This is an optimization exercise on Yosys and OpenROAD, whose aim is small area, not a production implementation.
Function was checked by simulation only, so behaviour that the tests miss may differ from the original.
No activity file was given, so power comes from the tool's default toggle rates.

// ir_stage
module ir_stage (
  input  logic               clk_i,
  input  logic               rst_ni,
  input  logic               ir_flush_i,
  input  ir_pkg::lane_mask_t us_valid_i,
  input  ir_pkg::pc_t        us_pc0_i,
  input  ir_pkg::pc_t        us_pc1_i,
  input  ir_pkg::instr_t     us_instr0_i,
  input  ir_pkg::instr_t     us_instr1_i,
  output ir_pkg::lane_mask_t ir_rdy_o,
  output ir_pkg::reg_addr_t  rf_raddr_p0_0_o,
  output ir_pkg::reg_addr_t  rf_raddr_p0_1_o,
  output ir_pkg::reg_addr_t  rf_raddr_p1_0_o,
  output ir_pkg::reg_addr_t  rf_raddr_p1_1_o,
  input  ir_pkg::xlen_t      rf_rdata_p0_0_i,
  input  ir_pkg::xlen_t      rf_rdata_p0_1_i,
  input  ir_pkg::xlen_t      rf_rdata_p1_0_i,
  input  ir_pkg::xlen_t      rf_rdata_p1_1_i,
  input  ir_pkg::reg_addr_t  rf_waddr0_i,
  input  ir_pkg::xlen_t      rf_wdata0_i,
  input  logic               rf_we0_i,
  input  ir_pkg::reg_addr_t  rf_waddr1_i,
  input  ir_pkg::xlen_t      rf_wdata1_i,
  input  logic               rf_we1_i,
  input  ir_pkg::reg_addr_t  rf_waddr2_i,
  input  ir_pkg::xlen_t      rf_wdata2_i,
  input  logic               rf_we2_i,
  input  ir_pkg::lane_mask_t ds_rdy_i,
  output ir_pkg::lane_mask_t ir_valid_o,
  output logic               ira_is0_o,
  output ir_pkg::pc_t        ira_pc_o,
  output ir_pkg::reg_addr_t  ira_rs1_o,
  ...
For scale: ~210 flip-flops.
clock: 5.0 ns
lec_check: 0
cap_margin: 20
core_area: 2 2 318 88
die_area: 0 0 320 90
place_density: 0.6
slew_margin: 20
standard.sh (not shown) runs the stock make flow with config.mk's settings and CLKGATE_MAP_FILE= SYNTH_SCRIPT=/design/flow/synth_recipe.tcl, a recipe that flattens the netlist after the stock synthesis.
==> flow/flow/run.sh <==
#!/bin/bash
# The standard layout, with the port buffers buffer_ports inserts taken
# as sky130_fd_sc_hd__buf_1 instead of the cell it picks by default.
set -euo pipefail
export BUFFER_PORTS_ARGS="-buffer_cell sky130_fd_sc_hd__buf_1"
export CTS_ARGS="-sink_clustering_enable -repair_clock_nets -dont_use_dummy_load"
bash standard.sh > standard.log 2>&1
The baseline finished with timing, DRC and antenna clean.
Then changed:
--- a/flow/flow/run.sh
+++ b/flow/flow/run.sh
@@ -6 +6 @@
-export CTS_ARGS="-sink_clustering_enable -repair_clock_nets -dont_use_dummy_load"
+export CTS_ARGS="-sink_clustering_enable -repair_clock_nets -dont_use_dummy_load -buf_list sky130_fd_sc_hd__clkbuf_4 -root_buf sky130_fd_sc_hd__clkbuf_4 -sink_clustering_size 9 -sink_clustering_max_diameter 30"
--- a/flow/config.mk
+++ b/flow/config.mk
@@ -9,3 +9,3 @@
-export CORE_AREA = 2 2 318 88
-export DIE_AREA = 0 0 320 90
-export PLACE_DENSITY = 0.6
+export CORE_AREA = 2 2 288 78
+export DIE_AREA = 0 0 290 80
+export PLACE_DENSITY = 0.65
After rerunning:
- final area goes down by 3.2%
- synthesized cell count does not change
- clock-buffer cell count goes up by 10
- clock skew goes down by 0.024 ns
- sequential power goes down by about 3%
- routed wire length goes up by 6.8%
- worst hold slack got worse by 0.12 ns
- sequential share of layout area goes up by 1.3 points
- core utilization goes up by 9.6 points
- setup slack got worse by 0.20 ns
Then changed:
==> flow/flow/run.sh (replaced) <==
#!/bin/bash
# The standard layout, with the port buffers buffer_ports inserts taken
# as sky130_fd_sc_hd__buf_1 instead of the cell it picks by default.
set -euo pipefail
export BUFFER_PORTS_ARGS="-buffer_cell sky130_fd_sc_hd__buf_1"
export CTS_ARGS="-sink_clustering_enable -repair_clock_nets -dont_use_dummy_load -sink_clustering_size 30 -sink_clustering_max_diameter 60"
bash standard.sh > standard.log 2>&1
--- a/flow/config.mk
+++ b/flow/config.mk
@@ -9,3 +9,3 @@
-export CORE_AREA = 2 2 288 78
-export DIE_AREA = 0 0 290 80
-export PLACE_DENSITY = 0.65
+export CORE_AREA = 2 2 318 88
+export DIE_AREA = 0 0 320 90
+export PLACE_DENSITY = 0.6
Effect: Combinational power drops by about 5%. Power climbs by 2.2%. Global-route usage drops by 7.8 points. Setup slack improved by 0.24 ns. Die area climbs by 24%. Design area climbs by 1.7%. Count of clock-buffer cells in the layout drops by 17. Final cell count climbs by 4.1%.
Then changed:
--- a/flow/flow/run.sh
+++ b/flow/flow/run.sh
@@ -6 +6 @@
-export CTS_ARGS="-sink_clustering_enable -repair_clock_nets -dont_use_dummy_load -sink_clustering_size 30 -sink_clustering_max_diameter 60"
+export CTS_ARGS="-sink_clustering_enable -repair_clock_nets -dont_use_dummy_load -buf_list sky130_fd_sc_hd__clkbuf_4 -root_buf sky130_fd_sc_hd__clkbuf_4 -sink_clustering_size 9 -sink_clustering_max_diameter 30"
- non-clock buffer count does not change
- fmax decreases by 4.5%
- first-iteration DRC count decreases by 6.5%
- routed wire length increases by 0.56%
- critical path depth decreases by 1
- design area decreases by 0.59%
- register-to-register slack improves by 0.02 ns
- setup slack degrades by 0.17 ns
- synthesized cell count does not change
- worst hold slack degrades by 0.11 ns
- sequential power is about the same

[what the ideal ports hide]
In the flow no input, the clock included, has a driving cell. The finished layouts below were timed again as built, in two steps.
Step 1: set_driving_cell puts a clkbuf_16 on clk_i and a buf_2 on each other input, an assumption about the parent block.
Step 2 moves the port delays by t, midway between the first and last clock arrival at a register: inputs arrive t later, outputs are due t later. That takes back most of the time a late clock gives input paths.
Slacks: no drivers / after step 1 / after step 2; pairs: no drivers / after step 1.
run | shift t [ns] | setup slack, ns | worst setup path after step 2
the first run | 0.530 | 1.346 / 1.300 / 1.829 | register to output
the second run | 0.688 | 1.146 / 1.108 / 1.796 | register to output
the third run | 0.510 | 1.386 / 1.341 / 1.852 | register to output
the fourth run | 0.688 | 1.215 / 1.177 / 1.864 | register to output
After both steps setup and hold are still met in every run listed.
